From an optimization exercise on the open Yosys and OpenROAD flow, aimed at small area, a short achievable clock period and few clock cycles per item; shortcuts taken in it are not production practice.
Only simulation tests tie the RTL to the original design; equivalence was not proved.
Power and IR drop assume default switching activity.

==> flow/design.v <==
`timescale 1ns/100ps
package pool_pkg;
	typedef logic [16-1:0] word_t;
	typedef logic [16*16-1:0] atom_t;
	typedef logic [16+4-1:0] sum_t;
	typedef enum logic {
		POOL_MAX = 1'b0,	 
		POOL_AVE = 1'b1	 
	} pool_op_e;
	typedef struct packed {
		pool_op_e    op;
		logic [2:0]  win_shift;	 
		logic [15:0] n_windows;	 
	} pool_cfg_t;
endpackage
`timescale 1ns/100ps
module pool_engine (
	input  logic        clk,
	input  logic        rst,
	input  logic        i_start,
	input  logic [19:0] i_cfg,	 
	input  logic        i_in_valid,
	input  logic [15:0] i_in_data,
	output logic        o_in_credit,
	output logic        o_out_valid,
	output logic [15:0] o_out_data,
	input  logic        i_out_credit,
	output logic        o_busy,
	output logic        o_done
);
	logic        busy_q;	 
	logic        op_q;	 
	logic [2:0]  ws_q;	 
	logic [15:0] rem_q;	 
	logic [3:0]  mask;	 
	logic [2:0]  sh;	 
	logic [15:0] head_q;
	logic        hv_q;	 
	logic [15:0] mem [3];
	logic [2:0]  wr_sel;	 
	logic [2:0]  rd_sel;	 
	logic [2:0]  mocc;	 
	logic [15:0] mem_rd;
	logic        load_head, from_mem, to_mem;
	logic [3:0]  atom_q;	 
	logic        nfirst_q;	 
	logic        nlast_q;	 
	logic        nword0_q;	 
	logic [3:0]  chan_q;	 
	logic        ch15_q;	 
	logic [3:0]  since_q;	 
	logic        aligned_q;	 
	logic [3:0]  used_q;	 
	logic        pop, win_end;
	logic [3:0]  atom_nx;
	logic [15:0] rem_dec;
	logic        premask;	 
	logic [10:0] lo_sum;
	logic        gt;
	logic [9:0]  w_lo;
	logic [5:0]  w_hi;	 
	logic        w_c;	 
	logic        w_gt;	 
	logic        w_last, w_final;
	logic [19:0] ring [16];
	logic        s2_v, s2_final;
	assign mask    = 4'((5'd1 << ws_q) - 5'd1);
	assign sh      = op_q ? ws_q : 3'd0;
	assign pop     = hv_q && (!nword0_q || aligned_q) && (nlast_q || !used_q[3]);
	assign win_end = !nlast_q && ch15_q;
	assign atom_nx = nlast_q ? atom_q + 4'd1 : 4'd0;
	assign load_head = !hv_q || pop;
	assign from_mem  = load_head && mocc[0];
	assign to_mem    = i_in_valid && !(load_head && !mocc[0]);
	assign mem_rd    = ({16{rd_sel[0]}} & mem[0]) | ({16{rd_sel[1]}} & mem[1]) |
	                   ({16{rd_sel[2]}} & mem[2]);
	assign lo_sum  = {1'b0, ring[14][9:0]} + {1'b0, head_q[9:0]};
	assign gt      = (head_q > ring[14][15:0]);
	assign premask = !((pop && ch15_q) ? nlast_q : nfirst_q) &&
	                 (!(pop ? !win_end : nword0_q) || pop || (since_q == 4'd15));
	always_comb begin
		for (int i = 0; i < 16; i++) begin
			rem_dec[i] = rem_q[i] ^ ~|(rem_q & ((16'd1 << i) - 16'd1));
		end
	end
	always_ff @(posedge clk) begin
		for (int k = 0; k < 3; k++) begin
			if (!mocc[2] && wr_sel[k]) begin
				mem[k] <= i_in_data;
			end
		end
		if (load_head) begin
			head_q <= from_mem ? mem_rd : i_in_data;
		end
	end
	always_ff @(posedge clk or posedge rst) begin
		if (rst) begin
			hv_q     <= 1'b0;
			wr_sel   <= 3'd1;
			rd_sel   <= 3'd1;
			mocc     <= 3'd0;
			atom_q   <= 4'd0;
			nfirst_q <= 1'b0;
			nword0_q <= 1'b0;
			chan_q   <= 4'd0;
			ch15_q   <= 1'b0;
			used_q   <= 4'd0;
			w_last   <= 1'b0;
			w_final  <= 1'b0;
			s2_v     <= 1'b0;
			s2_final <= 1'b0;
			busy_q   <= 1'b0;
		end else begin
			if (load_head) begin
				hv_q <= mocc[0] || i_in_valid;
			end
			if (to_mem) begin
				wr_sel <= {wr_sel[1:0], wr_sel[2]};
			end
			if (from_mem) begin
				rd_sel <= {rd_sel[1:0], rd_sel[2]};
			end
			case ({to_mem, from_mem})
				2'b10:   mocc <= {mocc[1:0], 1'b1};
				2'b01:   mocc <= {1'b0, mocc[2:1]};
				default: ;
			endcase
			if (pop) begin
				chan_q   <= chan_q + 4'd1;
				ch15_q   <= (chan_q == 4'd14);
				nword0_q <= !win_end;
				if (ch15_q) begin
					atom_q   <= atom_nx;
					nfirst_q <= nlast_q;
				end
			end
			case ({pop && !nlast_q, i_out_credit})
				2'b10:   used_q <= {used_q[2:0], 1'b1};
				2'b01:   used_q <= {1'b0, used_q[3:1]};
				default: ;
			endcase
			w_last   <= pop && !nlast_q;
			w_final  <= pop && win_end && (rem_q == 16'd1);
			s2_v     <= w_last;
			s2_final <= w_final;
			busy_q   <= busy_q ? !s2_final : i_start;
		end
	end
	always_ff @(posedge clk) begin
		if (!busy_q) begin
			op_q    <= i_cfg[19];
			ws_q    <= i_cfg[18:16];
			rem_q   <= i_cfg[15:0];
			nlast_q <= (i_cfg[18:16] != 3'd0);
		end else begin
			if (pop && win_end) begin
				rem_q <= rem_dec;
			end
			if (pop && ch15_q) begin
				nlast_q <= (atom_nx != mask);
			end
		end
	end
	always_ff @(posedge clk) begin
		o_in_credit <= pop;
		o_out_valid <= s2_v;
		o_done      <= s2_final;
		o_busy      <= busy_q ? !s2_final : i_start;
	end
	always_ff @(posedge clk) begin
		since_q   <= pop ? 4'd0 : since_q + 4'd1;
		aligned_q <= pop || (since_q == 4'd15);
		w_lo      <= head_q[9:0];
		w_hi      <= pop ? head_q[15:10] : 6'd0;
		w_c       <= pop && op_q && lo_sum[10];
		w_gt      <= pop && !op_q && gt;
		ring[15]  <= {ring[14][19:10], (pop && op_q) ? lo_sum[9:0] : ring[14][9:0]};
		ring[0]   <= op_q ? {ring[15][19:10] + {4'd0, w_hi} + {9'd0, w_c}, ring[15][9:0]}
		                  : {4'd0, w_gt ? {w_hi, w_lo} : ring[15][15:0]};
		for (int i = 1; i < 14; i++) begin
			ring[i] <= ring[i-1];
		end
		ring[14]  <= premask ? 20'd0 : ring[13];
		o_out_data <= 16'(ring[0] >> sh);
	end
endmodule
Settings: LEC_CHECK=0, ABC_CLOCK_PERIOD_IN_PS=2000, CAP_MARGIN=20, CORE_MARGIN=2, CORE_UTILIZATION=55, CTS_BUF_LIST=sky130_fd_sc_hd__clkbuf_8, CTS_CLUSTER_DIAMETER=40, CTS_CLUSTER_SIZE=16, SETUP_SLACK_MARGIN=3.9, SLEW_MARGIN=20; clock period 6.0 ns.
standard.sh (not shown) runs the stock make flow with config.mk's settings and CLKGATE_MAP_FILE= SYNTH_SCRIPT=/design/flow/synth_recipe.tcl, a recipe that flattens the netlist after the stock synthesis.
==> flow/flow/run.sh <==
#!/bin/bash
# The standard layout (standard.sh), with port buffers and clock tree options set here.
set -euo pipefail
export BUFFER_PORTS_ARGS="-buffer_cell sky130_fd_sc_hd__buf_2"
export CTS_ARGS="-sink_clustering_enable -repair_clock_nets -sink_clustering_size 16 -sink_clustering_max_diameter 40 -buf_list sky130_fd_sc_hd__clkbuf_8 -root_buf sky130_fd_sc_hd__clkbuf_16 -dont_use_dummy_load"
bash standard.sh > standard.log 2>&1
Testbench counts at the start, summed over its fixed seeds: cycles 41,208, words 40,688.
Then changed:
ABC_AREA = 1   (was unset)
CORE_UTILIZATION = 65   (was 55)
Total power is higher by about 2%. Count of clock-buffer cells in the layout shrinks by 3. Setup slack gets better by 0.0099 ns. Area after synthesis goes up by 0.97%. Wire length goes down by about 0.7%. First-iteration DRC count came out higher by 12%. Sequential power increases by about 4%. Synthesized cell count went up by about 20%. Via count climbs by 10%. Critical path depth does not change.
Then changed:
ABC_AREA = unset   (was 1)
SETUP_SLACK_MARGIN = 3.7   (was 3.9)
Result:
- via count is lower by 9.9%
- routed wire length is lower by 4.8%
- synthesized cell count is lower by 17%
- die area is lower by 0.94%
- cell area is lower by 2.3%
- flip-flop and latch count is unchanged
- first-iteration DRC count is lower by 6.2%
- clock skew is higher by 0.015 ns
- worst setup slack degrades by 0.059 ns
Then changed:
==> flow/flow/run.sh (replaced) <==
#!/bin/bash
# The standard layout (standard.sh), with port buffers and clock tree options set here.
set -euo pipefail
export BUFFER_PORTS_ARGS="-buffer_cell sky130_fd_sc_hd__buf_2"
export CTS_ARGS="-sink_clustering_enable -repair_clock_nets -sink_clustering_size 16 -sink_clustering_max_diameter 40 -buf_list sky130_fd_sc_hd__clkbuf_8 -root_buf sky130_fd_sc_hd__clkbuf_16 -balance_levels -sink_clustering_levels 1 -dont_use_dummy_load"
bash standard.sh > standard.log 2>&1
SETUP_SLACK_MARGIN = 3.9   (was 3.7)
Core utilization rises by 1.4 points.
Die area is unchanged.
First-iteration DRC count falls by 34%.
Global-route usage is about the same.
Worst hold slack improves by 0.0040 ns.
Combinational power rises by about 10%.
Total power rises by 1.4%.
Via count rises by 0.32%.
Final cell count rises by 0.50%.
Design area rises by 1.9%.

========
Starts from the design.v that is shown in full above.
export LEC_CHECK = 0
export ABC_CLOCK_PERIOD_IN_PS = 2000
export CAP_MARGIN = 20
export CORE_MARGIN = 2
export CORE_UTILIZATION = 75
export CTS_BUF_LIST = sky130_fd_sc_hd__clkbuf_8
export CTS_CLUSTER_DIAMETER = 40
export CTS_CLUSTER_SIZE = 16
export SETUP_SLACK_MARGIN = 3.9
export SLEW_MARGIN = 20
create_clock -name core_clock -period 6.0 [get_ports {clk}]
==> flow/flow/run.sh <==
#!/bin/bash
# The standard layout (standard.sh), with port buffers and clock tree options set here.
set -euo pipefail
export BUFFER_PORTS_ARGS="-buffer_cell sky130_fd_sc_hd__buf_2"
export CTS_ARGS="-sink_clustering_enable -repair_clock_nets -sink_clustering_size 16 -sink_clustering_max_diameter 40 -buf_list sky130_fd_sc_hd__clkbuf_8 -root_buf sky130_fd_sc_hd__clkbuf_16 -dont_use_dummy_load"
bash standard.sh > standard.log 2>&1
The baseline finished with timing, DRC and antenna clean.
Testbench counts at the start, summed over its fixed seeds: cycles 41,208, words 40,688.
Edit:
- CORE_UTILIZATION: 75 -> 60
After rerunning: Non-clock buffer count grows by 1. Worst hold slack loses 0.036 ns. Cell count grows by 4.6%. Power shrinks by 0.78%. Maximum frequency grows by 1.6%. Sequential power shrinks by about 1%.
Edit:
==> flow/flow/run.sh (replaced) <==
#!/bin/bash
# The standard layout (standard.sh), with port buffers and clock tree options set here.
set -euo pipefail
export BUFFER_PORTS_ARGS="-buffer_cell sky130_fd_sc_hd__buf_2"
export CTS_ARGS="-sink_clustering_enable -repair_clock_nets -sink_clustering_size 12 -sink_clustering_max_diameter 35 -buf_list sky130_fd_sc_hd__clkbuf_4 -root_buf sky130_fd_sc_hd__clkbuf_16 -dont_use_dummy_load"
bash standard.sh > standard.log 2>&1
- CORE_UTILIZATION: 60 -> 65
Outcome:
- cell count is lower by 2.0%
- wire length is lower by 0.81%
- non-clock buffer count is higher by 2
- sequential cell count is unchanged
- power is lower by 3.3%
- global-route usage is higher by 1.2 points
- setup slack gets worse by 0.035 ns
- clock power is lower by 16%
Edit:
==> flow/flow/run.sh (replaced) <==
#!/bin/bash
# The standard layout (standard.sh), with port buffers and clock tree options set here.
set -euo pipefail
export BUFFER_PORTS_ARGS="-buffer_cell sky130_fd_sc_hd__buf_2"
export CTS_ARGS="-sink_clustering_enable -repair_clock_nets -sink_clustering_size 16 -sink_clustering_max_diameter 40 -buf_list sky130_fd_sc_hd__clkbuf_8 -root_buf sky130_fd_sc_hd__clkbuf_16 -dont_use_dummy_load"
bash standard.sh > standard.log 2>&1
- SETUP_SLACK_MARGIN: 3.9 -> 3.5
After rerunning: Synthesized cell count is unchanged; cell count came out lower slightly; global-route usage came out lower by 0.50 points; setup slack gets worse by 0.16 ns; sequential cell count is unchanged; clock power came out higher by about a fifth; count of clock-buffer cells in the layout came out lower by 10; area after synthesis does not change; combinational power came out lower by roughly a tenth; final area came out lower slightly; routed wire length came out lower by a few percent.

========
Starts from the design.v that is shown in full above.
clock: 6.0 ns
lec_check: 0
abc_area: 1
abc_clock_period_in_ps: 2000
cap_margin: 20
core_margin: 2
core_utilization: 65
cts_buf_list: sky130_fd_sc_hd__clkbuf_8
cts_cluster_diameter: 40
cts_cluster_size: 16
setup_slack_margin: 4.0
slew_margin: 20
==> flow/flow/run.sh <==
#!/bin/bash
# The standard layout (standard.sh), with port buffers and clock tree options set here.
set -euo pipefail
export BUFFER_PORTS_ARGS="-buffer_cell sky130_fd_sc_hd__buf_2"
export CTS_ARGS="-sink_clustering_enable -repair_clock_nets -sink_clustering_size 16 -sink_clustering_max_diameter 40 -buf_list sky130_fd_sc_hd__clkbuf_8 -root_buf sky130_fd_sc_hd__clkbuf_16 -dont_use_dummy_load"
bash standard.sh > standard.log 2>&1
Testbench counts at the start, summed over its fixed seeds: cycles 41,208, words 40,688.
Edit:
- ABC_AREA: 1 -> default
- SETUP_SLACK_MARGIN: 4.0 -> 3.9
After rerunning: Wire length decreases by a few percent. Clock power is about the same. Critical path depth is unchanged. Core utilization decreases by 0.42 points. Synthesized area decreases slightly. Clock-buffer cell count decreases by 1. Sequential cell count is unchanged. Die area decreases slightly. Hold slack gains 0.011 ns. Global-route usage decreases by 1.3 points.
Edit:
- SETUP_SLACK_MARGIN: 3.9 -> 4.1
Effect: Synthesized cell count does not change. Sequential power hardly moves. Setup slack gets worse by 0.015 ns. Via count came out higher by 1.6%. Utilization came out higher by 1.6 points. Global-route usage came out higher by 0.40 points. Register-to-register slack gets better by 0.02 ns.
Edit:
==> flow/flow/run.sh (replaced) <==
#!/bin/bash
# The standard layout (standard.sh), with port buffers and clock tree options set here.
set -euo pipefail
export BUFFER_PORTS_ARGS="-buffer_cell sky130_fd_sc_hd__buf_1"
export CTS_ARGS="-sink_clustering_enable -repair_clock_nets -sink_clustering_size 16 -sink_clustering_max_diameter 40 -buf_list sky130_fd_sc_hd__clkbuf_8 -root_buf sky130_fd_sc_hd__clkbuf_16 -dont_use_dummy_load"
bash standard.sh > standard.log 2>&1
- SETUP_SLACK_MARGIN: 4.1 -> 3.9
After rerunning:
- design area goes down by a few percent
- sequential power is about the same
- clock power is about the same
- wire length goes up slightly
- first-iteration DRC count goes up by about a fifth
- total power goes down slightly

========
## JK
Starts from the design.v that is shown in full above.
Settings: LEC_CHECK=0, ABC_CLOCK_PERIOD_IN_PS=2000, CAP_MARGIN=20, CORE_MARGIN=2, CORE_UTILIZATION=65, CTS_BUF_LIST=sky130_fd_sc_hd__clkbuf_8, CTS_CLUSTER_DIAMETER=40, CTS_CLUSTER_SIZE=16, SETUP_SLACK_MARGIN=3.9, SLEW_MARGIN=20; clock period 6.0 ns.
==> flow/flow/run.sh <==
#!/bin/bash
# The standard layout (standard.sh), with port buffers and clock tree options set here.
set -euo pipefail
export BUFFER_PORTS_ARGS="-buffer_cell sky130_fd_sc_hd__buf_2"
export CTS_ARGS="-sink_clustering_enable -repair_clock_nets -sink_clustering_size 22 -sink_clustering_max_diameter 50 -buf_list sky130_fd_sc_hd__clkbuf_8 -root_buf sky130_fd_sc_hd__clkbuf_16 -dont_use_dummy_load"
bash standard.sh > standard.log 2>&1
Testbench counts of JK, summed over its fixed seeds: cycles 41,208, words 40,688.
The following lists how MS was set up differently from JK:
==> flow/flow/run.sh <==
#!/bin/bash
# The standard layout (standard.sh), with port buffers and clock tree options set here.
set -euo pipefail
export BUFFER_PORTS_ARGS="-buffer_cell sky130_fd_sc_hd__buf_2"
export CTS_ARGS="-sink_clustering_enable -repair_clock_nets -buf_list {sky130_fd_sc_hd__clkbuf_8 sky130_fd_sc_hd__clkbuf_16} -root_buf sky130_fd_sc_hd__clkbuf_16 -dont_use_dummy_load"
bash standard.sh > standard.log 2>&1
--- outcome ---
- Of MS and JK, the higher wire length on met2 belongs to MS.
- Diff JK -> MS: sequential share of power lost 6.1 points, total area of sequential cells neither gained nor lost much.
The inputs of AL differ from those of MS as listed below.
- SETUP_SLACK_MARGIN now 3.7, was 3.9
==> flow/flow/run.sh <==
#!/bin/bash
# The standard layout (standard.sh), with port buffers and clock tree options set here.
set -euo pipefail
export BUFFER_PORTS_ARGS="-buffer_cell sky130_fd_sc_hd__buf_2"
export CTS_ARGS="-sink_clustering_enable -repair_clock_nets -sink_clustering_size 24 -sink_clustering_max_diameter 60 -buf_list sky130_fd_sc_hd__clkbuf_16 -root_buf sky130_fd_sc_hd__clkbuf_16 -dont_use_dummy_load"
bash standard.sh > standard.log 2>&1
## What came out
Compared with MS, AL shows a sequential share of layout area that is 3.0 points higher.
Looking at area of all placed cells without fillers, AL sits about 4.7% below MS.
Against MS, non-filler instance count after layout in AL fell by a few percent.
When the final numbers for AL and MS were put side by side, the final-layout non-clock buffer area share turned out to be smaller in AL.
Relative to AL, the following input files were edited for TR:
- PLACE_DENSITY now 0.75, previously not set
- SETUP_SLACK_MARGIN now 3.9, was 3.7
==> flow/flow/run.sh <==
#!/bin/bash
# The standard layout (standard.sh), with port buffers and clock tree options set here.
set -euo pipefail
export BUFFER_PORTS_ARGS="-buffer_cell sky130_fd_sc_hd__buf_2"
export CTS_ARGS="-sink_clustering_enable -repair_clock_nets -sink_clustering_size 16 -sink_clustering_max_diameter 40 -buf_list sky130_fd_sc_hd__clkbuf_8 -root_buf sky130_fd_sc_hd__clkbuf_16 -dont_use_dummy_load"
bash standard.sh > standard.log 2>&1
--- outcome ---
- Compared AL against TR; proportion of cell area spent on the clock network within noise.
- The run showing the greater part of the total power dissipated in combinational logic is TR.
- Between AL and TR, the flow reports clock buffer count increasing by more than half.
- Changes observed in TR relative to AL: total global routing track utilization increased by 1.5 points relative to the old numbers; non-clock buffer count in the final layout increased 9; synthesis-stage register bit count closely matched the old numbers.
- On post-layout total power, TR does worse than AL.
- AL tops out at a lower clock frequency than TR.
- In TR, the post-layout instance area came out 390 µm² above the value in AL.
- Met2 usage: lower on AL

-- what the ideal ports hide --
Ports are ideal in the flow. The routed layouts listed here were re-timed in OpenROAD.
Step 1 sets driving cells, clkbuf_16 on the clock port and buf_2 on the other inputs (assumed; they add their load-dependent delay and slew).
Step 2 times the ports against the registers' clock, not the clock port: input delays grow and output delays shrink by t, the midpoint of the rising clock arrivals with the driver on.
Three values: ideal, step 1, step 2; two values: the first two.
run	t, ns	setup WS [ns]	worst setup path after step 2	clock arrival spread, ns
the first run of note 1	0.530	3.842 / 3.793 / 3.890	input to register	0.066 / 0.066
the second run of note 1	0.527	3.851 / 3.803 / 3.816	input to register	0.072 / 0.072
the third run of note 1	0.527	3.792 / 3.745 / 3.808	input to register	0.080 / 0.080
the fourth run of note 1	0.522	3.855 / 3.809 / 3.871	input to register	0.073 / 0.074
the first run of note 2	0.531	3.806 / 3.762 / 3.782	input to register	0.076 / 0.076
the second run of note 2	0.533	3.841 / 3.793 / 3.796	input to register	0.060 / 0.060
the third run of note 2	0.532	3.806 / 3.759 / 3.795	input to register	0.084 / 0.084
the fourth run of note 2	0.527	3.649 / 3.649 / 3.649	register to register	0.083 / 0.082
the first run of note 3	0.522	3.851 / 3.806 / 3.847	input to register	0.077 / 0.076
the second run of note 3	0.522	3.855 / 3.809 / 3.871	input to register	0.073 / 0.074
the third run of note 3	0.520	3.840 / 3.793 / 3.926	register to register	0.076 / 0.076
the fourth run of note 3	0.527	3.843 / 3.794 / 3.775	input to register	0.060 / 0.060
JK	0.524	3.833 / 3.786 / 3.786	input to register	0.075 / 0.075
MS	0.571	3.793 / 3.745 / 3.773	input to register	0.055 / 0.054
AL	0.566	3.743 / 3.697 / 3.800	register to register	0.057 / 0.057
TR	0.523	3.810 / 3.765 / 3.877	input to register	0.083 / 0.083
After both steps setup and hold are still met in every run listed. For the fourth run of note 3, which loses most, drivers alone change the setup slack by -0.049 ns; drivers and shift together by -0.068 ns.
